Context: an optimization exercise on an open-source flow, tuned for a short achievable clock period and few clock cycles per item. The choices shown serve that exercise and are no tape-out recipe.
The RTL was checked by simulation tests, not by an equivalence proof against the original design.
Power and IR drop assume default switching activity.

**flow/config.mk**
```make
export PLATFORM = sky130hd
export DESIGN_NAME = pipeline_cpu
export DESIGN_NICKNAME = pipeline_cpu
export VERILOG_FILES = /design/flow/design.v
export SDC_FILE = /design/flow/constraint.sdc
export NUM_CORES = 4
export LEC_CHECK = 0
export CAP_MARGIN = 20
export CORE_MARGIN = 2
export CORE_UTILIZATION = 40
export PLACE_DENSITY = 0.6
export SLEW_MARGIN = 20
```
**flow/constraint.sdc**
```tcl
create_clock -name core_clock -period 8.5 [get_ports {clock}]
set_input_delay 1.7000 -clock core_clock [delete_from_list [all_inputs] [get_ports {clock}]]
set_output_delay 1.7000 -clock core_clock [all_outputs]
set_load 0.01 [all_outputs]
```
**flow/design.v**
```verilog
`default_nettype none
package cpu_pkg;
    localparam int XLEN = 32;
    typedef logic [XLEN-1:0] word_t;
    typedef logic [4:0]      reg_addr_t;
    localparam reg_addr_t REG_RA = 5'd31;
    localparam word_t NOP_INSTR = '0;
    localparam int OPC_MSB   = 31;
    localparam int OPC_LSB   = 27;
    localparam int RD_MSB    = 26;
    localparam int RD_LSB    = 22;
    localparam int RS_MSB    = 21;
    localparam int RS_LSB    = 17;
    localparam int RT_MSB    = 16;
    localparam int RT_LSB    = 12;
    localparam int SHAMT_MSB = 11;
    localparam int SHAMT_LSB = 7;
    localparam int ALUOP_MSB = 6;
    localparam int ALUOP_LSB = 2;
    localparam int IMM_MSB   = 16;
    localparam int IMM_LSB   = 0;
    localparam int TGT_MSB   = 26;
    localparam int TGT_LSB   = 0;
    typedef enum logic [4:0] {
        OPC_ALU  = 5'd0,
        OPC_J    = 5'd1,
        OPC_BNE  = 5'd2,
        OPC_JAL  = 5'd3,
        OPC_JR   = 5'd4,
        OPC_ADDI = 5'd5,
        OPC_BLT  = 5'd6,
        OPC_SW   = 5'd7,
        OPC_LW   = 5'd8
    } opcode_e;
    typedef enum logic [4:0] {
        ALU_ADD = 5'd0,
        ALU_SUB = 5'd1,
        ALU_AND = 5'd2,
        ALU_OR  = 5'd3,
        ALU_SLL = 5'd4,
        ALU_SRA = 5'd5
    } alu_op_e;
    typedef struct packed {
        word_t pc_plus1;
        word_t ir;
    } fd_t;
    typedef struct packed {
        word_t pc_plus1;
        word_t ir;
        word_t a;
        word_t b;
    } dx_t;
    typedef struct packed {
        word_t ir;
        word_t o;
        word_t b;
    } xm_t;
    typedef struct packed {
        word_t ir;
        word_t o;
        word_t d;
    } mw_t;
    typedef struct packed {
        logic  taken;
        word_t target;
    } redirect_t;
    typedef struct packed {
        logic xm_a;
        logic mw_a;
        logic xm_b;
        logic mw_b;
        logic mw_dm;
    } bypass_t;
    function automatic logic writes_reg(input logic [4:0] op);
        writes_reg = (op == cpu_pkg::OPC_ALU) || (op == cpu_pkg::OPC_ADDI) || (op == cpu_pkg::OPC_LW) || (op == cpu_pkg::OPC_JAL);
    endfunction
    function automatic logic reads_rs(input logic [4:0] op);
        reads_rs = (op == cpu_pkg::OPC_ALU) || (op == cpu_pkg::OPC_BNE) || (op == cpu_pkg::OPC_ADDI) ||
                   (op == cpu_pkg::OPC_BLT) || (op == cpu_pkg::OPC_SW) || (op == cpu_pkg::OPC_LW);
    endfunction
    function automatic logic reads_rd(input logic [4:0] op);
        reads_rd = (op == cpu_pkg::OPC_SW) || (op == cpu_pkg::OPC_BNE) || (op == cpu_pkg::OPC_JR) || (op == cpu_pkg::OPC_BLT);
    endfunction
endpackage
`default_nettype wire
`default_nettype none
`timescale 1ns/1ps
module pipeline_cpu (
    input  wire                 clock,
    input  wire                 arst_n,
    output cpu_pkg::word_t      address_imem,
    input  cpu_pkg::word_t      q_imem,
    output cpu_pkg::word_t      address_dmem,
    output cpu_pkg::word_t      data,
    output logic                wren,
    input  cpu_pkg::word_t      q_dmem,
    output logic                ctrl_write_enable,
    output cpu_pkg::reg_addr_t  ctrl_write_reg,
    output cpu_pkg::reg_addr_t  ctrl_read_reg_a,
    output cpu_pkg::reg_addr_t  ctrl_read_reg_b,
    output cpu_pkg::word_t      data_write_reg,
    input  cpu_pkg::word_t      data_read_reg_a,
    input  cpu_pkg::word_t      data_read_reg_b
);
    localparam logic [4:0] OP_ALU = 5'd0, OP_J = 5'd1, OP_BNE = 5'd2, OP_JAL = 5'd3,
                           OP_JR = 5'd4, OP_ADDI = 5'd5, OP_BLT = 5'd6, OP_SW = 5'd7,
                           OP_LW = 5'd8;
    logic [31:0] pc;
    logic [31:0] ras;           
    logic        fd_valid;
    logic [31:0] fd_ir;
    logic [31:0] fd_pc1;
    logic [31:0] fd_jr_pred;
    logic [4:0]  fd_rb;
    logic [31:0] dx_a, dx_b, dx_sd;
    logic        dx_a_m, dx_a_w, dx_b_m, dx_b_w, dx_s_m, dx_s_w;
    logic        dx_add, dx_sub, dx_and, dx_or, dx_sll, dx_sra;
    logic [4:0]  dx_sh;
    logic        dx_wr, dx_lw, dx_sw, dx_dmfwd;
    logic [4:0]  dx_rd;
    logic        dx_br, dx_bne, dx_pred;
    logic        dx_jr;
    logic [31:0] dx_alt;        
    logic [31:0] dx_jr_pred;
    logic [31:0] xm_o, xm_sd;
    logic        xm_wr, xm_lw, xm_sw, xm_dmfwd;
    logic [4:0]  xm_rd;
    logic [31:0] mw_data;
    logic        mw_wr;
    logic [4:0]  mw_rd;
    logic [31:0] pc_plus1;
    logic [4:0]  f_opc;
    logic        f_jump, f_jal, f_jr;
    logic [31:0] f_next;
    logic [4:0]  f_rb;
    assign address_imem = pc;
    assign pc_plus1     = pc + 32'd1;
    assign f_opc        = q_imem[31:27];
    assign f_jump       = (f_opc == OP_J) || (f_opc == OP_JAL);
    assign f_jal        = (f_opc == OP_JAL);
    assign f_jr         = (f_opc == OP_JR);
    assign f_next       = f_jump ? {5'd0, q_imem[26:0]} :
                          f_jr   ? ras : pc_plus1;
    assign f_rb = ((f_opc == OP_SW) || (f_opc == OP_BNE) || (f_opc == OP_JR) || (f_opc == OP_BLT))
                  ? q_imem[26:22] : q_imem[16:12];
    logic [4:0]  d_opc, d_rd, d_rs, d_rt, d_fn, d_dest;
    logic        d_alu, d_addi, d_lw, d_sw, d_bne, d_blt, d_jal, d_jr;
    logic        d_rd_rs, d_rd_rt, d_rd_b, d_use_imm, d_wr;
    logic [31:0] d_imm, d_btarget;
    logic        d_br, d_pred, d_redirect, stall;
    logic [4:0]  d_bsrc;
    assign d_opc  = fd_ir[31:27];
    assign d_rd   = fd_ir[26:22];
    assign d_rs   = fd_ir[21:17];
    assign d_rt   = fd_ir[16:12];
    assign d_fn   = fd_ir[6:2];
    assign d_imm  = {{15{fd_ir[16]}}, fd_ir[16:0]};
    assign d_alu  = fd_valid && (d_opc == OP_ALU);
    assign d_addi = fd_valid && (d_opc == OP_ADDI);
    assign d_lw   = fd_valid && (d_opc == OP_LW);
    assign d_sw   = fd_valid && (d_opc == OP_SW);
    assign d_bne  = fd_valid && (d_opc == OP_BNE);
    assign d_blt  = fd_valid && (d_opc == OP_BLT);
    assign d_jal  = fd_valid && (d_opc == OP_JAL);
    assign d_jr   = fd_valid && (d_opc == OP_JR);
    assign ctrl_read_reg_a = d_rs;
    assign ctrl_read_reg_b = fd_rb;
    assign d_rd_rs   = d_alu || d_addi || d_lw || d_sw || d_bne || d_blt;
    assign d_rd_rt   = d_alu && (d_fn[4:2] == 3'd0);
    assign d_rd_b    = d_bne || d_blt || d_jr;
    assign d_bsrc    = d_alu ? d_rt : d_rd;
    assign d_use_imm = d_addi || d_lw || d_sw;
    assign d_dest    = d_jal ? 5'd31 : d_rd;
    assign d_wr      = (d_alu || d_addi || d_lw || d_jal) && (d_dest != 5'd0);
    assign stall = dx_lw && (
                   (d_rd_rs && (d_rs == dx_rd)) ||
                   (d_rd_rt && (d_rt == dx_rd)) ||
                   (d_rd_b  && (d_rd == dx_rd)));
    assign d_btarget  = fd_pc1 + d_imm;
    assign d_br       = (d_bne || d_blt) && (fd_ir[16:0] != 17'd0);
    assign d_pred     = d_br;
    assign d_redirect = d_pred && !stall;
    logic [31:0] w_data;
    logic [31:0] opa, opb, sd;
    logic [31:0] sum, diff, res, shl, shr;
    logic        ne, lt, x_taken, x_mis;
    logic [31:0] x_target;
    assign w_data = mw_data;
    assign opa = dx_a_m ? xm_o : dx_a_w ? w_data : dx_a;
    assign opb = dx_b_m ? xm_o : dx_b_w ? w_data : dx_b;
    assign sd  = dx_s_m ? xm_o : dx_s_w ? w_data : dx_sd;
    assign sum  = opa + opb;
    assign diff = opa - opb;
    assign shl  = opa << dx_sh;
    assign shr  = $signed(opa) >>> dx_sh;
    assign res  = ({32{dx_add}} & sum) |
                  ({32{dx_sub}} & diff) |
                  ({32{dx_and}} & (opa & opb)) |
                  ({32{dx_or}}  & (opa | opb)) |
                  ({32{dx_sll}} & shl) |
                  ({32{dx_sra}} & shr);
    assign ne      = (opa != opb);
    assign lt      = ($signed(opb) < $signed(opa));
    assign x_taken = dx_bne ? ne : lt;
    assign x_mis   = (dx_br && (x_taken != dx_pred)) ||
                     (dx_jr && (opb != dx_jr_pred));
    assign x_target = dx_jr ? opb : dx_alt;
    assign address_dmem = xm_o;
    assign wren         = xm_sw;
    assign data         = xm_dmfwd ? w_data : xm_sd;
    assign ctrl_write_enable = mw_wr;
    assign ctrl_write_reg    = mw_rd;
    assign data_write_reg    = mw_data;
    always_ff @(posedge clock or negedge arst_n) begin
        if (!arst_n) begin
            pc         <= '0;
            ras        <= '0;
            fd_valid   <= 1'b0;
            fd_ir      <= '0;
            fd_pc1     <= '0;
            fd_jr_pred <= '0;
            fd_rb      <= '0;
        end else begin
            if (x_mis) begin
                pc       <= x_target;
                fd_valid <= 1'b0;
            end else if (d_redirect) begin
                pc       <= d_btarget;
                fd_valid <= 1'b0;
            end else if (!stall) begin
                pc       <= f_next;
                fd_valid <= 1'b1;
            end
            if (!stall) begin
                fd_ir      <= q_imem;
                fd_pc1     <= pc_plus1;
                fd_jr_pred <= ras;
                fd_rb      <= f_rb;
            end
            if (!x_mis && !d_redirect && !stall && f_jal)
                ras <= pc_plus1;
        end
    end
    always_ff @(posedge clock or negedge arst_n) begin
        if (!arst_n) begin
            dx_a <= '0; dx_b <= '0; dx_sd <= '0;
            dx_a_m <= 1'b0; dx_a_w <= 1'b0; dx_b_m <= 1'b0; dx_b_w <= 1'b0;
            dx_s_m <= 1'b0; dx_s_w <= 1'b0;
            dx_add <= 1'b0; dx_sub <= 1'b0; dx_and <= 1'b0; dx_or <= 1'b0;
            dx_sll <= 1'b0; dx_sra <= 1'b0; dx_sh <= '0;
            dx_wr <= 1'b0; dx_lw <= 1'b0; dx_sw <= 1'b0; dx_dmfwd <= 1'b0; dx_rd <= '0;
            dx_br <= 1'b0; dx_bne <= 1'b0; dx_pred <= 1'b0; dx_jr <= 1'b0;
            dx_alt <= '0; dx_jr_pred <= '0;
        end else begin
            dx_a  <= d_jal ? fd_pc1 : data_read_reg_a;
            dx_b  <= d_use_imm ? d_imm : d_jal ? 32'd0 : data_read_reg_b;
            dx_sd <= data_read_reg_b;
            dx_a_m <= d_rd_rs && dx_wr && (dx_rd == d_rs);
            dx_a_w <= d_rd_rs && xm_wr && (xm_rd == d_rs);
            dx_b_m <= (d_rd_rt || d_rd_b) && dx_wr && (dx_rd == d_bsrc);
            dx_b_w <= (d_rd_rt || d_rd_b) && xm_wr && (xm_rd == d_bsrc);
            dx_s_m <= d_sw && dx_wr && !dx_lw && (dx_rd == d_rd);
            dx_s_w <= d_sw && xm_wr && (xm_rd == d_rd);
            dx_dmfwd <= d_sw && dx_wr && dx_lw && (dx_rd == d_rd);
            dx_add <= d_use_imm || d_jal || (d_alu && d_fn == 5'd0);
            dx_sub <= d_alu && (d_fn == 5'd1);
            dx_and <= d_alu && (d_fn == 5'd2);
            dx_or  <= d_alu && (d_fn == 5'd3);
            dx_sll <= d_alu && (d_fn == 5'd4);
            dx_sra <= d_alu && (d_fn == 5'd5);
            dx_sh  <= fd_ir[11:7];
            dx_rd  <= d_dest;
            dx_bne <= d_bne;
            dx_pred <= d_pred;
            dx_alt <= d_pred ? fd_pc1 : d_btarget;
            dx_jr_pred <= fd_jr_pred;
            if (x_mis || stall) begin
                dx_wr <= 1'b0; dx_lw <= 1'b0; dx_sw <= 1'b0; dx_br <= 1'b0; dx_jr <= 1'b0;
            end else begin
                dx_wr <= d_wr; dx_lw <= d_lw; dx_sw <= d_sw; dx_br <= d_br; dx_jr <= d_jr;
            end
        end
    end
    always_ff @(posedge clock or negedge arst_n) begin
        if (!arst_n) begin
            xm_o <= '0; xm_sd <= '0;
            xm_wr <= 1'b0; xm_lw <= 1'b0; xm_sw <= 1'b0; xm_dmfwd <= 1'b0; xm_rd <= '0;
            mw_data <= '0; mw_wr <= 1'b0; mw_rd <= '0;
        end else begin
            xm_o     <= res;
            xm_sd    <= sd;
            xm_wr    <= dx_wr;
            xm_lw    <= dx_lw;
            xm_sw    <= dx_sw;
            xm_dmfwd <= dx_dmfwd;
            xm_rd    <= dx_rd;
            mw_data  <= xm_lw ? q_dmem : xm_o;
            mw_wr    <= xm_wr;
            mw_rd    <= xm_rd;
        end
    end
endmodule
`default_nettype wire
```
**flow/run.sh**
```bash
#!/bin/bash
# synth_recipe.tcl (not shown) runs the flow's synth.tcl, then flattens the netlist and writes it again
# the make line also repeats each setting of config.mk as NAME=value (left out here)
make -C /OpenROAD-flow-scripts/flow DESIGN_CONFIG=/design/flow/config.mk WORK_HOME=/design/flow/orfs CLKGATE_MAP_FILE= SYNTH_SCRIPT=/design/flow/synth_recipe.tcl finish
```
==> results of run 1 <==
==> through the flow <==
stage / utilization (%) / hold slack (ps) / cells / power (mW)
2_1_floorplan: - / 331.2 / 3434 / 5.089
3_3_place_gp: 45.47 / 333.3 / 4577 / 6.357
3_5_place_dp: 45.47 / 337.2 / 4577 / 6.374
4_1_cts: 48.15 / 350.2 / 4674 / 9.085
5_1_grt: 48.15 / 351.9 / 4674 / 9.557
6_report: 48.15 / 349.8 / 4675 / 9.111
==> per-layer routing <==
| layer | vias to the layer above | track usage, % |
|---|---|---|
| li1 | 12510 | - |
| met1 | 13580 | 43.21 |
| met2 | 1187 | 46.56 |
| met3 | 203 | 5.394 |
| met4 | 8 | 9.266 |
| met5 | - | 0 |
==> worst paths after layout <==
check	slack, ps	depth (start not counted)	endpoint
min in group asynchronous	1080	1	fd_pc1[26]
max	2350	15	ras[5]
max in group asynchronous	5960	2	dx_sh[0]
min reg2reg	350	0	xm_dmfwd
max reg2reg	2350	15	ras[5]
min	350	0	xm_dmfwd
==> sequential cells by signal, indices dropped and copies added, names as in the netlist, 32 cells and up <==
| register | flops |
|---|---|
| dx_jr_pred | 32 |
| ras | 32 |
| xm_sd | 32 |
| pc | 32 |
| mw_data | 32 |
| dx_b | 32 |
| dx_sd | 32 |
| fd_jr_pred | 32 |
| fd_ir | 32 |
| fd_pc1 | 32 |
| dx_alt | 32 |
| xm_o | 32 |
| dx_a | 32 |
==> Yosys cell counts, types with 12 or more instances <==
library cell	count	area, um2
buf_1	39	146.4
nand2_1	510	1914
o311ai_0	13	113.9
o31ai_1	15	112.6
o21a_1	26	195.2
a221oi_1	17	148.9
xnor2_1	76	665.6
a221o_1	20	200.2
o21bai_1	17	127.6
a21o_1	56	420.4
xor2_1	50	437.9
mux2_1	23	259.0
and3_1	15	93.84
ha_1	164	2052
nand3_1	41	205.2
o22ai_1	19	118.9
a21oi_1	197	986.0
mux2i_1	216	2162
mux2_2	140	1577
or3_1	13	81.33
o21ai_0	264	1321
mux4_2	24	540.5
nand2b_1	27	168.9
a211oi_1	52	390.4
nand4_1	24	150.1
nor3_1	42	210.2
inv_1	132	495.5
nor4_1	30	187.7
and2_1	12	75.07
o211ai_1	51	382.9
nor2_1	271	1017
a31oi_1	16	100.1
o221ai_1	17	148.9
clkbuf_1	174	653.1
nor2b_1	13	81.33
dfrtp_1	467	11690
==> logic make-up (layout without fill, tap and decap cells) <==
logic type / Yosys count / count (layout) / share of synthesized area [%]
other: 0 / 1 / 0
XOR/XNOR: 126 / 126 / 3.566
flip-flops: 467 / 467 / 37.76
multiplexers: 404 / 404 / 14.71
buffers and inverters: 361 / 571 / 4.455
AO/OA/AOI/OAI: 876 / 876 / 18.24
AND/OR/NAND/NOR: 1032 / 1032 / 14.41
adder cells (fa/ha/maj): 168 / 168 / 6.857
==> final cells by class <==
cell class | instances | area, um2 | area share, %
flip-flops and latches | 467 | 11710 | 31.86
clock buffers | 68 | 1493 | 4.061
repair buffers | 337 | 3246 | 8.831
inverters | 137 | 514.2 | 1.399
clock inverters | 29 | 549.3 | 1.494
well taps | 1030 | 1289 | 3.506
diodes | 1 | 2.502 | 0.006809
multi-input cells | 2606 | 17950 | 48.84
==> critical path, delay by kind of cell, from the launching register on <==
| family | cells | cell delay (ps) |
|---|---|---|
| compound gates | 6 | 1300 |
| fa+ha+maj | 1 | 420 |
| buf+inv | 2 | 790 |
| flops | 1 | 830 |
| mux | 3 | 1220 |
| simple gates | 3 | 1370 |
==> power groups by stage <==
| stage | Clock [mW] | Sequential (mW) | Combinational [mW] |
|---|---|---|---|
| final | 2.69 | 3.40 | 3.02 |
| after floorplan | 0 | 3.19 | 1.90 |
| after detailed placement | 0 | 3.42 | 2.96 |
| after CTS | 2.73 | 3.38 | 2.98 |
| after global placement | 0 | 3.41 | 2.95 |
| after global routing | 2.82 | 3.45 | 3.29 |
==> results by group, run 1 <==
Final layout
  • Share of layout cells above drive strength 1: 10.13%
  • Post-route cell area: 0.03675 mm2
  • Layout area overhead: 18.76%
  • Commonest non-fill, non-tap cell in the layout: nand2_1
  • Most frequent cells in the layout: nand2_1 (509), dfrtp_1 (455), clkdlybuf4s50_1 (273), nor2_1 (271), o21ai_0 (264)
  • Nets: approximately 3.9k
  • Filler cells: 7301

Route
  • Max Used Layer: met5
  • Drt pass-1 iters: 8
  • Met2 WL post-DR: 54220 um
  • Initial DRC count: roughly 2.9k
  • DR vias: ~27k
  • DRT Wirelength: 121900 um
  • Avg Vias per Cell: 5.881
  • WL met1: about 54000 um
  • WL/cell: about 26 um
  • Met3 WL: 9690 um
  • Routed Antenna Nets: 0
  • Drc violations: 0

Floorplan
  • Row cnt: about 100
  • Die height: between 200 and 300 um
  • Core area: 0.07633 mm2
  • DIE AREA: 0.07961 mm2
  • # IOs: 275
  • Die X: 282.2 um
  • Initial core utilization: 40.55%

CTS
  • CTS Root Cell: clkbuf_16
  • CTS buffer count: 53
  • Hold-fix buffers at CTS: 0
  • Max Buffers Root-to-Sink: 3
  • Clk latency of the worst-skew pair: 630 ps
  • Clk sinks: 467
  • H-tree depth: 2
  • Post-CTS Setup Repair Bufs: 0
  • Post-CTS Resized: 0
  • CTS tree: done
  • Worst-path clk slew: around 60 ps

GRT
  • Initial antenna violation count: 6
  • Global route overflow: 0
  • GRT Util Overall: 30.24%
  • Largest net degree at the start of global routing: 156
  • Vias in the first global route: between 20k and 30k
  • First-pass GRT wire length: 179200 um

Logic synthesis
  • Post-Synthesis Cell Area: 0.03095 mm2
  • Synth Instances: 3434
  • Syn avg cell area: ~9 um2
  • Top FF cell, synth: dfrtp_1
  • Syn Nets: 3731
  • Synth Warn #: 1
  • Async S/R FF share, synth: 100.0%
  • Post-synth EDFFs: 0
  • Yosys reg bits: 467
  • Register area share after synthesis: 37.76%
  • Cell variety after synth: 78

Status
  • Status: finished clean

Worst setup path
  • Worst Path Max Fanout: 26
  • R2r startpoint: dx_a_w
  • Max stage delay on crit path: 830 ps
  • CP Class: flip-flop to flip-flop
  • Worst Setup End Kind: flip-flop
  • Slowest-stage cell, CP: dfrtp_2
  • Critical Path Start: dx_a_w
  • Crit start category: flip-flop
  • Worst EP required: ~9000 ps
  • Critical Path AT: 6660 ps
  • Worst-path cell chain: buf_4 > mux2_2 > mux2i_1 > ha_1 > or3_1 > nor2_1 > a21boi_0 > o41ai_1 > o211ai_1 > o2bb2ai_1 > o211ai_1 > o311ai_4 > nor3_4 > buf_4 > mux2_1

Power and ir drop
  • Peak VDD IR: 0.0001703 V
  • Logic pwr share: 33.2%
  • Sequential Power Share: 37.3%
  • Switching part of the total: ~37%
  • Int Pwr: 5.755 mW
  • Clock power frac: 29.5%
  • Leakage: 15.79 nW
  • Pwr dens: between 200 and 250 mW/mm2
  • Switching Power: 3.356 mW

Timing
  • Clk_skew: around 20 ps
  • Final hold vios: 0
  • Fmax: 162.6 MHz
  • Worst setup margin: around 2300 ps
  • Slew @ Worst Pin: 1112 ps
  • Fin. max-slew vios: 0
  • Final setup fails: 0
  • Max-Slew Margin vs Limit: between 20% and 30%
  • Tmin final: slightly above 6000 ps
  • RSZ-0062 raised after global routing: no
  • Setup TNS: 0 ps
  • Final period util: 72.36%

Placement
  • Place WS: 2437 ps
  • Post-Place Cell Area: 0.03471 mm2
  • Number of port buffers: 274
  • Routability cong.: 1.011
  • Post-DP HPWL: 90160 um

Hold path
  • Hold path start: dx_dmfwd
  • Min-Delay Path Class: flip-flop to flip-flop

Run
  • Maxcap violations: 0
Testbench counts, summed over its fixed seeds: cycles 11,461, instrs 9,364.
==> inputs of run 2 (changes only) <==
--- a/flow/design.v
+++ b/flow/design.v
@@ -119,5 +119,5 @@
     logic        dx_wr, dx_lw, dx_sw, dx_dmfwd;
     logic [4:0]  dx_rd;
-    logic        dx_br, dx_bne, dx_pred;
+    logic        dx_br, dx_bne;
     logic        dx_jr;
     logic [31:0] dx_alt;        
@@ -133,4 +133,8 @@
     logic        f_jump, f_jal, f_jr;
     logic [31:0] f_next;
+    logic        f_br;
+    logic [17:0] f_lo;
+    logic [14:0] hi_inc, hi_dec;
+    logic [31:0] f_btarget;
     logic [4:0]  f_rb;
     assign address_imem = pc;
@@ -140,6 +144,13 @@
     assign f_jal        = (f_opc == OP_JAL);
     assign f_jr         = (f_opc == OP_JR);
+    assign f_br         = ((f_opc == OP_BNE) || (f_opc == OP_BLT)) && (q_imem[16:0] != 17'd0);
+    assign f_lo         = {1'b0, pc_plus1[16:0]} + {1'b0, q_imem[16:0]};
+    assign hi_inc       = pc_plus1[31:17] + 15'd1;
+    assign hi_dec       = pc_plus1[31:17] - 15'd1;
+    assign f_btarget    = {(f_lo[17] == q_imem[16]) ? pc_plus1[31:17] :
+                           f_lo[17] ? hi_inc : hi_dec, f_lo[16:0]};
     assign f_next       = f_jump ? {5'd0, q_imem[26:0]} :
-                          f_jr   ? ras : pc_plus1;
+                          f_jr   ? ras :
+                          f_br   ? f_btarget : pc_plus1;
     assign f_rb = ((f_opc == OP_SW) || (f_opc == OP_BNE) || (f_opc == OP_JR) || (f_opc == OP_BLT))
                   ? q_imem[26:22] : q_imem[16:12];
@@ -147,6 +158,6 @@
     logic        d_alu, d_addi, d_lw, d_sw, d_bne, d_blt, d_jal, d_jr;
     logic        d_rd_rs, d_rd_rt, d_rd_b, d_use_imm, d_wr;
-    logic [31:0] d_imm, d_btarget;
-    logic        d_br, d_pred, d_redirect, stall;
+    logic [31:0] d_imm;
+    logic        d_br, stall;
     logic [4:0]  d_bsrc;
     assign d_opc  = fd_ir[31:27];
@@ -177,8 +188,5 @@
                    (d_rd_rt && (d_rt == dx_rd)) ||
                    (d_rd_b  && (d_rd == dx_rd)));
-    assign d_btarget  = fd_pc1 + d_imm;
     assign d_br       = (d_bne || d_blt) && (fd_ir[16:0] != 17'd0);
-    assign d_pred     = d_br;
-    assign d_redirect = d_pred && !stall;
     logic [31:0] w_data;
     logic [31:0] opa, opb, sd;
@@ -203,5 +211,5 @@
     assign lt      = ($signed(opb) < $signed(opa));
     assign x_taken = dx_bne ? ne : lt;
-    assign x_mis   = (dx_br && (x_taken != dx_pred)) ||
+    assign x_mis   = (dx_br && !x_taken) ||
                      (dx_jr && (opb != dx_jr_pred));
     assign x_target = dx_jr ? opb : dx_alt;
@@ -225,7 +233,4 @@
                 pc       <= x_target;
                 fd_valid <= 1'b0;
-            end else if (d_redirect) begin
-                pc       <= d_btarget;
-                fd_valid <= 1'b0;
             end else if (!stall) begin
                 pc       <= f_next;
@@ -238,5 +243,5 @@
                 fd_rb      <= f_rb;
             end
-            if (!x_mis && !d_redirect && !stall && f_jal)
+            if (!x_mis && !stall && f_jal)
                 ras <= pc_plus1;
         end
@@ -250,5 +255,5 @@
             dx_sll <= 1'b0; dx_sra <= 1'b0; dx_sh <= '0;
             dx_wr <= 1'b0; dx_lw <= 1'b0; dx_sw <= 1'b0; dx_dmfwd <= 1'b0; dx_rd <= '0;
-            dx_br <= 1'b0; dx_bne <= 1'b0; dx_pred <= 1'b0; dx_jr <= 1'b0;
+            dx_br <= 1'b0; dx_bne <= 1'b0; dx_jr <= 1'b0;
             dx_alt <= '0; dx_jr_pred <= '0;
         end else begin
@@ -272,6 +277,5 @@
             dx_rd  <= d_dest;
             dx_bne <= d_bne;
-            dx_pred <= d_pred;
-            dx_alt <= d_pred ? fd_pc1 : d_btarget;
+            dx_alt <= fd_pc1;
             dx_jr_pred <= fd_jr_pred;
             if (x_mis || stall) begin
--- a/flow/config.mk
+++ b/flow/config.mk
@@ -10,3 +10,4 @@
 export CORE_UTILIZATION = 40
 export PLACE_DENSITY = 0.6
+export SETUP_SLACK_MARGIN = 5
 export SLEW_MARGIN = 20
==> results by group, run 2 <==
Status
  • Status: finished clean (unchanged)

Placement
  • Routability cong.: 1.037 (was 1.011)
  • Number of port buffers: 274 (unchanged)
  • Post-Place Cell Area: 0.03545 mm2 (was 0.03471 mm2)
  • Post-DP HPWL: 93490 um (was 90160 um)

Run
  • Maxcap violations: 0 (unchanged)

Power and ir drop
  • Pwr dens: 225.8 mW/mm2 (was 247.9 mW/mm2)
  • Leakage: 18.10 nW (was 15.79 nW)
  • Total power: 9.780 mW (was 9.111 mW)
  • Peak VDD IR: 0.0001833 V (was 0.0001703 V)

GRT
  • Largest net degree at the start of global routing: 122 (was 156)
  • Initial antenna violation count: 2 (was 6)
  • GRT Util Overall: 32.20% (was 30.24%)
  • Global route overflow: 0 (unchanged)
  • Vias in the first global route: 27.88k (was 26.42k)
  • First-pass GRT wire length: 194400 um (was 179200 um)

Timing
  • Fmax: 197.3 MHz (was 162.6 MHz)
  • Final period util: 59.64% (was 72.36%)
  • Final hold vios: 0 (unchanged)
  • Final setup fails: 0 (unchanged)
  • RSZ-0062 raised after global routing: yes (was no)
  • Fin. max-slew vios: 0 (unchanged)
  • Slew @ Worst Pin: 1066 ps (was 1112 ps)
  • Clk_skew: 28.03 ps (was 20.27 ps)
  • Tmin final: 5069 ps (was 6151 ps)
  • Max-Slew Margin vs Limit: 28.91% (was 25.89%)
  • Setup TNS: 0 ps (unchanged)

Worst setup path
  • FF-to-FF path depth: 23 (was 15)
  • Critical Path Start: q_imem[2] (was dx_a_w)
  • Reg-to-reg slack, setup: 3440 ps (was 2350 ps)
  • Worst Path Max Fanout: 7 (was 26)
  • R2r startpoint: pc[1] (was dx_a_w)
  • Critical Path AT: 5610 ps (was 6660 ps)
  • Reg-to-reg endpoint: pc[26] (was ras[5])
  • Crit start category: input port (was flip-flop)
  • Crit path to: pc[26] (was ras[5])
  • Worst Setup End Kind: flip-flop (unchanged)
  • Worst EP required: 9040 ps (was 9010 ps)
  • CP Class: input port to flip-flop (was flip-flop to flip-flop)

Route
  • Drt pass-1 iters: 6 (was 8)
  • Met2 WL post-DR: 60150 um (was 54220 um)
  • Initial DRC count: 3214 (was 2903)
  • Drc violations: 0 (unchanged)
  • Avg Vias per Cell: 6.102 (was 5.881)
  • DRT Wirelength: 136700 um (was 121900 um)
  • WL/cell: 27.98 um (was 26.08 um)
  • Max Used Layer: met4 (was met5)
  • DR vias: 29.83k (was 27.49k)
  • Routed Antenna Nets: 0 (unchanged)
  • WL met1: 57750 um (was 54040 um)
  • Met3 WL: 11890 um (was 9690 um)

CTS
  • CTS buffer count: 54 (was 53)
  • CTS Root Cell: clkbuf_16 (unchanged)
  • Clk latency of the worst-skew pair: 640 ps (was 630 ps)
  • Worst-path clk slew: 60 ps (about the same)
  • Hold-fix buffers at CTS: 0 (unchanged)
  • H-tree depth: 2 (unchanged)
  • Clk sinks: 466 (was 467)
  • CTS tree: done (unchanged)
  • Max Buffers Root-to-Sink: 3 (unchanged)

Hold path
  • Min-Delay Path Class: flip-flop to flip-flop (unchanged)

Logic synthesis
  • Syn avg cell area: 9.509 um2 (was 9.012 um2)
  • Largest area contributor in the netlist: dfrtp_1 (unchanged)
  • Post-Synthesis Cell Area: 0.03139 mm2 (was 0.03095 mm2)
  • Syn Nets: 3589 (was 3731)
  • Yosys reg bits: 466 (was 467)
  • Count leader, synth: dfrtp_1 (was nand2_1)
  • Area contributors post-synth: dfrtp_1 (37%), mux2_2 (6.8%), ha_1 (6.1%) (was dfrtp_1 (38%), mux2i_1 (7.0%), ha_1 (6.6%))
  • Synth Warn #: 1 (unchanged)
  • Yosys top cell area share: 37.15% (was 37.76%)
  • Register area share after synthesis: 37.15% (was 37.76%)
  • Top cells by count, synth: dfrtp_1 (466), nand2_1 (325), o21ai_0 (220), nor2_1 (216), a21oi_1 (201) (was nand2_1 (510), dfrtp_1 (467), nor2_1 (271), o21ai_0 (264), mux2i_1 (216))
  • Top FF cell, synth: dfrtp_1 (unchanged)
  • Async S/R FF share, synth: 100.0% (unchanged)
  • Cell variety after synth: 98 (was 78)
  • Post-synth EDFFs: 0 (unchanged)
  • Synth Instances: 3301 (was 3434)

Final layout
  • Layout area overhead: 37.96% (was 18.76%)
  • Multi-input gate area: 0.02106 mm2 (was 0.01795 mm2)
  • Post-route cell area: 0.04331 mm2 (was 0.03675 mm2)
  • Commonest non-fill, non-tap cell in the layout: dfrtp_1 (was nand2_1)
  • FF+latch area: 0.01175 mm2 (was 0.01171 mm2)
  • Filler cells: 6795 (was 7301)
  • Share of layout cells above drive strength 1: 33.33% (was 10.13%)
  • Nets: 4092 (was 3899)
  • Most frequent cells in the layout: dfrtp_1 (403), nand2_1 (302), buf_4 (268), clkdlybuf4s50_1 (221), nor2_1 (205) (was nand2_1 (509), dfrtp_1 (455), clkdlybuf4s50_1 (273), nor2_1 (271), o21ai_0 (264))

Floorplan
  • # IOs: 275 (unchanged)
  • Die X: 284.1 um (was 282.2 um)
  • Initial core utilization: 40.45% (was 40.55%)
  • Row cnt: 102 (was 101)
  • DIE AREA: 0.08073 mm2 (was 0.07961 mm2)
  • Core area: 0.07759 mm2 (was 0.07633 mm2)
  • Die height: 284.1 um (was 282.2 um)
run 2: area by class of cell:
class | instances | share of cell area, %
multi-input cells | 2468 | 48.63
repair inverters | 1 | 0.02600
diodes | 2 | 0.01156
inverters | 155 | 1.540
flip-flops and latches | 466 | 27.14
clock buffers | 75 | 3.603
well taps | 1040 | 3.005
clock inverters | 23 | 0.7945
repair buffers | 658 | 15.25
run 2: metrics by stage:
stage               util [%]  worst slack, ps  cells  hold slack, ps
floorplan                  -             3030   3301           331.2
global placement       45.68             1983   4447           334.0
detailed placement     45.68             1911   4447           346.3
CTS                    52.84             3439   4766           359.8
global route           55.81             3291   4888           355.4
finish                 55.81             3431   4888           350.6
run 2: worst min-delay path by stage:
stage | startpoint | end | slack [ps] | cells after the start
after floorplan | dx_dmfwd | xm_dmfwd | 330 | 0
after global placement | dx_dmfwd | xm_dmfwd | 330 | 0
after detailed placement | dx_dmfwd | xm_dmfwd | 350 | 0
after CTS | dx_dmfwd | xm_dmfwd | 360 | 0
after global routing | dx_dmfwd | xm_dmfwd | 360 | 0
final | dx_dmfwd | xm_dmfwd | 350 | 0
run 2: power by group:
part	internal (mW)	total (mW)	switching, mW
registers	2.71	3.29	0.577
logic	1.91	4.00	2.08
clock network	1.47	2.50	1.03
total	6.09	9.78	3.69
run 2: metal layers:
metal | vias up | GRT usage (%)
li1 | 13050 | -
met5 | - | 0
met3 | 332 | 5.811
met2 | 1585 | 48.68
met4 | 0 | 13.17
met1 | 14860 | 45.40
run 2: worst max-delay path, stage by stage:
cell and delay, ps:
clkdlybuf4s15_2 230, ha_4 300, o21ai_2 70, o211a_1 260
or3_4 420, a31oi_4 210, or3_4 200, inv_8 50
ha_4 210, and2_4 130, or2_4 210, a21o_1 170
or2_4 250, o31ai_4 210, mux2_4 320, a22o_1 190
a211oi_2 210, a21oi_1 90, o211ai_1 170
run 2: cells by family after synthesis:
family,synth area share (%)
flops,37.15
fa+ha+maj,6.426
compound gates,18.71
xor+xnor,2.623
mux,17.37
buf+inv,4.871
simple gates,12.85
run 2: timing repair:
action,in CTS,in global routing
endpoints found under the setup margin,219,185
resized for setup,567,318
buffers inserted,205,116
gates cloned,16,4
pin swaps,151,161
Testbench counts of run 2, summed over its fixed seeds: cycles 10,374, instrs 9,364.
==> inputs of run 3 (changes only) <==
--- a/flow/design.v
+++ b/flow/design.v
@@ -108,4 +108,10 @@
     logic [31:0] pc;
     logic [31:0] ras;           
+    localparam int BHT_BITS = 6;
+    logic [1:0]  bht [0:(1<<BHT_BITS)-1];
+    logic        fd_pred;
+    logic        dx_pred;
+    logic [BHT_BITS-1:0] dx_bidx;
+    logic [BHT_BITS-1:0] fd_bidx;
     logic        fd_valid;
     logic [31:0] fd_ir;
@@ -134,5 +140,4 @@
     logic [31:0] f_next;
     logic        f_br;
-    logic [17:0] f_lo;
     logic [14:0] hi_inc, hi_dec;
     logic [31:0] f_btarget;
@@ -144,10 +149,16 @@
     assign f_jal        = (f_opc == OP_JAL);
     assign f_jr         = (f_opc == OP_JR);
-    assign f_br         = ((f_opc == OP_BNE) || (f_opc == OP_BLT)) && (q_imem[16:0] != 17'd0);
-    assign f_lo         = {1'b0, pc_plus1[16:0]} + {1'b0, q_imem[16:0]};
+    logic f_bht;
+    assign f_bht        = bht[pc[BHT_BITS-1:0]][1];
+    assign f_br         = ((f_opc == OP_BNE) || (f_opc == OP_BLT)) && (q_imem[16:0] != 17'd0) && f_bht;
     assign hi_inc       = pc_plus1[31:17] + 15'd1;
     assign hi_dec       = pc_plus1[31:17] - 15'd1;
-    assign f_btarget    = {(f_lo[17] == q_imem[16]) ? pc_plus1[31:17] :
-                           f_lo[17] ? hi_inc : hi_dec, f_lo[16:0]};
+    branch_target u_branch_target (
+        .base   (pc_plus1),
+        .hi_inc (hi_inc),
+        .hi_dec (hi_dec),
+        .imm    (q_imem[16:0]),
+        .target (f_btarget)
+    );
     assign f_next       = f_jump ? {5'd0, q_imem[26:0]} :
                           f_jr   ? ras :
@@ -211,5 +222,5 @@
     assign lt      = ($signed(opb) < $signed(opa));
     assign x_taken = dx_bne ? ne : lt;
-    assign x_mis   = (dx_br && !x_taken) ||
+    assign x_mis   = (dx_br && (x_taken != dx_pred)) ||
                      (dx_jr && (opb != dx_jr_pred));
     assign x_target = dx_jr ? opb : dx_alt;
@@ -228,4 +239,6 @@
             fd_pc1     <= '0;
             fd_jr_pred <= '0;
+            fd_pred <= 1'b0; fd_bidx <= '0;
+            for (int i = 0; i < (1<<BHT_BITS); i++) bht[i] <= 2'd2;
             fd_rb      <= '0;
         end else begin
@@ -241,6 +254,12 @@
                 fd_pc1     <= pc_plus1;
                 fd_jr_pred <= ras;
+                fd_pred    <= f_bht;
+                fd_bidx    <= pc[BHT_BITS-1:0];
                 fd_rb      <= f_rb;
             end
+            if (dx_br) begin
+                if (x_taken && bht[dx_bidx] != 2'd3) bht[dx_bidx] <= bht[dx_bidx] + 2'd1;
+                if (!x_taken && bht[dx_bidx] != 2'd0) bht[dx_bidx] <= bht[dx_bidx] - 2'd1;
+            end
             if (!x_mis && !stall && f_jal)
                 ras <= pc_plus1;
@@ -257,4 +276,5 @@
             dx_br <= 1'b0; dx_bne <= 1'b0; dx_jr <= 1'b0;
             dx_alt <= '0; dx_jr_pred <= '0;
+            dx_pred <= 1'b0; dx_bidx <= '0;
         end else begin
             dx_a  <= d_jal ? fd_pc1 : data_read_reg_a;
@@ -277,5 +297,7 @@
             dx_rd  <= d_dest;
             dx_bne <= d_bne;
-            dx_alt <= fd_pc1;
+            dx_alt <= fd_pred ? fd_pc1 : (fd_pc1 + d_imm);
+            dx_pred <= fd_pred;
+            dx_bidx <= fd_bidx;
             dx_jr_pred <= fd_jr_pred;
             if (x_mis || stall) begin
@@ -306,2 +328,15 @@
 endmodule
 `default_nettype wire
+module branch_target (
+    input  wire [31:0] base,
+    input  wire [14:0] hi_inc,
+    input  wire [14:0] hi_dec,
+    input  wire [16:0] imm,
+    output wire [31:0] target
+);
+    wire [17:0] lo;
+    assign lo     = {1'b0, base[16:0]} + {1'b0, imm};
+    assign target = {(lo[17] == imm[16]) ? base[31:17] :
+                     lo[17] ? hi_inc : hi_dec, lo[16:0]};
+endmodule
+`default_nettype wire
--- a/flow/config.mk
+++ b/flow/config.mk
@@ -12,2 +12,4 @@
 export SETUP_SLACK_MARGIN = 5
 export SLEW_MARGIN = 20
+export SYNTH_HIERARCHICAL = 1
+export SYNTH_MINIMUM_KEEP_SIZE = 0
==> results by group, run 3 <==
Power and ir drop
  • Clock power frac: 23.0% (was 25.5%)
  • Leakage: 23.48 nW (was 18.10 nW)
  • Peak VDD IR: 0.0002570 V (was 0.0001833 V)
  • Total power: 13.76 mW (was 9.780 mW)
  • Int Pwr: 7.877 mW (was 6.095 mW)
  • Logic pwr share: 45.9% (was 40.9%)
  • Pwr dens: 253.1 mW/mm2 (was 225.8 mW/mm2)
  • Switching Power: 5.880 mW (was 3.686 mW)
  • Sequential Power Share: 31.1% (was 33.6%)
  • Switching part of the total: 42.74% (was 37.69%)

Logic synthesis
  • Async S/R FF share, synth: 100.0% (unchanged)
  • Post-Synthesis Cell Area: 0.04178 mm2 (was 0.03139 mm2)
  • Largest area contributor in the netlist: dfrtp_1 (unchanged)
  • Area contributors post-synth: dfrtp_1 (33%), ha_1 (6.0%), mux2i_1 (6.0%) (was dfrtp_1 (37%), mux2_2 (6.8%), ha_1 (6.1%))
  • Synth Area in XOR/XNOR: 3.372% (was 2.623%)
  • Synth Instances: 4568 (was 3301)
  • Post-synthesis mux area share: 15.60% (was 17.37%)
  • Top cells by count, synth: dfrtp_1 (544), nand2_1 (484), a21oi_1 (392), nor2_1 (381), o21ai_0 (280) (was dfrtp_1 (466), nand2_1 (325), o21ai_0 (220), nor2_1 (216), a21oi_1 (201))
  • Register area share after synthesis: 36.60% (was 37.15%)
  • Post-synthesis adder-cell area fraction: 6.211% (was 6.426%)
  • Post-Synth Simple-Gate Area: 13.90% (was 12.85%)
  • Main combinational cell family by area after synthesis: compound AO/OA/AOI/OAI gates (unchanged)
  • Synth Warn #: 8 (was 1)
  • Syn Nets: 4903 (was 3589)
  • Yosys reg bits: 608 (was 466)
  • Syn avg cell area: 9.147 um2 (was 9.509 um2)
  • Post-synth EDFFs: 0 (unchanged)
  • Fraction of the mapped netlist area in compound gates: 19.21% (was 18.71%)
  • Yosys top cell area share: 32.58% (was 37.15%)
  • Cell variety after synth: 110 (was 98)
  • Count leader, synth: dfrtp_1 (unchanged)
  • Top FF cell, synth: dfrtp_1 (unchanged)

Timing
  • Fmax: 218.3 MHz (was 197.3 MHz)
  • Final hold vios: 0 (unchanged)
  • Tmin final: 4581 ps (was 5069 ps)
  • Slew @ Worst Pin: 1237 ps (was 1066 ps)
  • RSZ-0062 raised after global routing: yes (unchanged)
  • Setup TNS: 0 ps (unchanged)
  • Final period util: 53.90% (was 59.64%)
  • Final setup fails: 0 (unchanged)
  • Clk_skew: 39.81 ps (was 28.03 ps)
  • Max-Slew Margin vs Limit: 16.68% (was 28.91%)
  • Fin. max-slew vios: 0 (unchanged)

CTS
  • CTS Root Cell: clkbuf_16 (unchanged)
  • Clk sinks: 608 (was 466)
  • CTS buffer count: 72 (was 54)
  • Clk latency of the worst-skew pair: 680 ps (was 640 ps)
  • H-tree depth: 3 (was 2)
  • CTS tree: done (unchanged)
  • Worst-path clk slew: 60 ps (about the same)
  • Hold-fix buffers at CTS: 0 (unchanged)
  • Max Buffers Root-to-Sink: 3 (unchanged)

Worst setup path
  • Crit start category: flip-flop (was input port)
  • Crit path to: xm_o[30] (was pc[26])
  • R2r startpoint: dx_b_w (was pc[1])
  • Critical Path AT: 5100 ps (was 5610 ps)
  • Worst Path Max Fanout: 9 (was 7)
  • Reg-to-reg endpoint: xm_o[30] (was pc[26])
  • Reg-to-reg slack, setup: 3920 ps (was 3440 ps)
  • Max stage delay on crit path: 610 ps (was 420 ps)
  • FF-to-FF path depth: 15 (was 23)
  • Worst EP required: 9010 ps (was 9040 ps)
  • Critical Path Start: dx_b_w (was q_imem[2])
  • Critical path's top delay family: compound AO/OA/AOI/OAI gates (unchanged)
  • Slowest-stage cell, CP: dfrtp_4 (was or3_4)
  • Worst Setup End Kind: flip-flop (unchanged)
  • CP bufs+invs: 3 (was 2)
  • CP Class: flip-flop to flip-flop (was input port to flip-flop)
  • Total stage count of the critical path: 15 (was 19)
  • Worst-path cell chain: buf_4 > buf_16 > mux2i_1 > o21a_2 > ha_4 > or4_4 > nor3_2 > a221o_2 > o221ai_4 > o41a_1 > o221a_4 > buf_12 > a311o_1 > a211oi_1 > o21ai_1 (was clkdlybuf4s15_2 > ha_4 > o21ai_2 > o211a_1 > or3_4 > a31oi_4 > or3_4 > inv_8 > ha_4 > and2_4 > or2_4 > a21o_1 > or2_4 > o31ai_4 > mux2_4 > a22o_1 > a211oi_2 > a21oi_1 > o211ai_1)

GRT
  • First-pass GRT wire length: 291500 um (was 194400 um)
  • Global route overflow: 0 (unchanged)
  • Initial antenna violation count: 12 (was 2)
  • GRT Util Overall: 37.65% (was 32.20%)
  • Vias in the first global route: 38.61k (was 27.88k)
  • Largest net degree at the start of global routing: 196 (was 122)

Floorplan
  • Row cnt: 118 (was 102)
  • Die height: 327.2 um (was 284.1 um)
  • # IOs: 275 (unchanged)
  • Initial core utilization: 40.37% (was 40.45%)
  • Core area: 0.1035 mm2 (was 0.07759 mm2)
  • Die X: 327.2 um (was 284.1 um)
  • DIE AREA: 0.1071 mm2 (was 0.08073 mm2)

Route
  • Drc violations: 0 (unchanged)
  • Initial DRC count: 5246 (was 3214)
  • Routed Antenna Nets: 0 (unchanged)
  • DR vias: 40.63k (was 29.83k)
  • Drt pass-1 iters: 6 (unchanged)
  • DRT Wirelength: 207000 um (was 136700 um)
  • Avg Vias per Cell: 6.346 (was 6.102)
  • WL/cell: 32.33 um (was 27.98 um)

Final layout
  • Fin util: 52.51% (was 55.81%)
  • Commonest non-fill, non-tap cell in the layout: dfrtp_1 (unchanged)
  • Nets: 5294 (was 4092)
  • Post-route insts no fill: 6402 (was 4888)
  • Share of layout cells above drive strength 1: 28.01% (was 33.33%)
  • Most frequent cells in the layout: dfrtp_1 (462), nand2_1 (429), nor2_1 (360), a21oi_1 (269), o21ai_0 (255) (was dfrtp_1 (403), nand2_1 (302), buf_4 (268), clkdlybuf4s50_1 (221), nor2_1 (205))
  • Layout area overhead: 30.07% (was 37.96%)

Status
  • Status: finished clean (unchanged)

Run
  • Maxcap violations: 0 (unchanged)

Placement
  • Placed Cells: 6007 (was 4447)
  • Post-DP HPWL: 145400 um (was 93490 um)
  • Number of port buffers: 274 (unchanged)
  • Routability cong.: 1.049 (was 1.037)

Hold path
  • Min-Delay Path Class: flip-flop to flip-flop (unchanged)
==> run 3: per-stage QoR <==
step | setup WS [ps] | hold slack (ps) | instance area (um2)
floorplan | 4235 | 331.2 | 42630
global placement | 2163 | 335.8 | 46400
detailed placement | 2001 | 337.1 | 46410
CTS | 4069 | 349.8 | 53430
global route | 3847 | 366.1 | 54340
finish | 3919 | 348.5 | 54350
==> run 3: layer usage <==
metal  global-route usage (%)  wire, um  vias to the layer above
li1                         -         -                    17250
met1                    50.56     84200                    20400
met2                    54.74     86980                     2458
met3                    11.48     23260                      516
met4                    18.95     12430                       12
met5                        0        92                        -
==> run 3: cell type report <==
type                            instances  area, um2
Multi-Input combinational cell       3468      27150
Inverter                              196      754.5
Antenna cell                            3      7.507
Tap cell                             1380       1727
Clock inverter                         27      259.0
Clock buffer                          107       2107
Fill cell                            9398      49150
Sequential cell                       608      15420
Timing Repair Buffer                  613       6923
==> run 3: worst reg2reg max path: stages (launching register included) <==
cell,delay [ps]
dfrtp_4,610
buf_4,200
buf_16,150
mux2i_1,240
o21a_2,240
ha_4,260
or4_4,560
nor3_2,120
a221o_2,240
o221ai_4,170
o41a_1,490
o221a_4,340
buf_12,160
a311o_1,270
a211oi_1,260
o21ai_1,130
==> run 3: kinds of logic after synthesis <==
kind of cell,Yosys count
fa+ha+maj,205
compound gates,1249
mux,562
xor+xnor,160
flops,608
buf+inv,496
simple gates,1288
==> run 3: Yosys stat by module (local to each module, per instance) <==
module | times used | cells | area (um2) | flip-flops and latches
branch_target | 1 | 170 | 1400 | 0
pipeline_cpu | 1 | 4398 | 40380 | 608
==> run 3: power groups by stage <==
stage          sequential [mW]  combinational (mW)  clock, mW
5_1_grt                   4.33                6.64       3.31
3_3_place_gp              4.29                5.10          0
3_5_place_dp              4.29                5.13          0
2_1_floorplan             3.96                3.36          0
6_report                  4.28                6.32       3.16
4_1_cts                   4.25                6.04       3.19
==> run 3: worst min-delay path by stage <==
stage / from / end / slack [ps] / cells past startpoint
2_1_floorplan: dx_dmfwd / xm_dmfwd / 330 / 0
3_3_place_gp: dx_dmfwd / xm_dmfwd / 340 / 0
3_5_place_dp: dx_dmfwd / xm_dmfwd / 340 / 0
4_1_cts: dx_dmfwd / xm_dmfwd / 350 / 0
5_1_grt: dx_dmfwd / xm_dmfwd / 370 / 0
6_report: dx_dmfwd / xm_dmfwd / 350 / 0
==> run 3: repair_timing <==
action | CTS | global route
endpoints found under the setup margin | 355 | 365
resized for setup | 718 | 141
pin swaps | 104 | 29
gates cloned | 30 | 4
buffers inserted | 191 | 33
Testbench counts of run 3, summed over its fixed seeds: cycles 10,170, instrs 9,364.

afterwards: timing with drivers on the ports:
In the flow no input, the clock included, has a driving cell. The finished layouts below were timed again as built, in two steps.
Step 1, drivers: a clkbuf_16 drives clock and a buf_2 each remaining input, both assumed.
Step 2 moves the port delays by t, midway between the first and last clock arrival at a register: inputs arrive t later, outputs are due t later. That takes back most of the time a late clock gives input paths.
Slacks: ideal / step 1 / step 2; pairs: ideal / step 1.
run	t (ns)	slack for setup (ns)	worst slew at a driven data input, ns
run 1	0.680	2.349 / 2.349 / 2.349	0.06
run 2	0.700	3.431 / 3.440 / 2.767	0.12
run 3	0.745	3.919 / 3.919 / 3.459	0.11
After both steps every run listed still meets setup and hold. For run 2, which loses most, drivers alone change the setup slack by +0.009 ns; drivers and shift together by -0.664 ns.
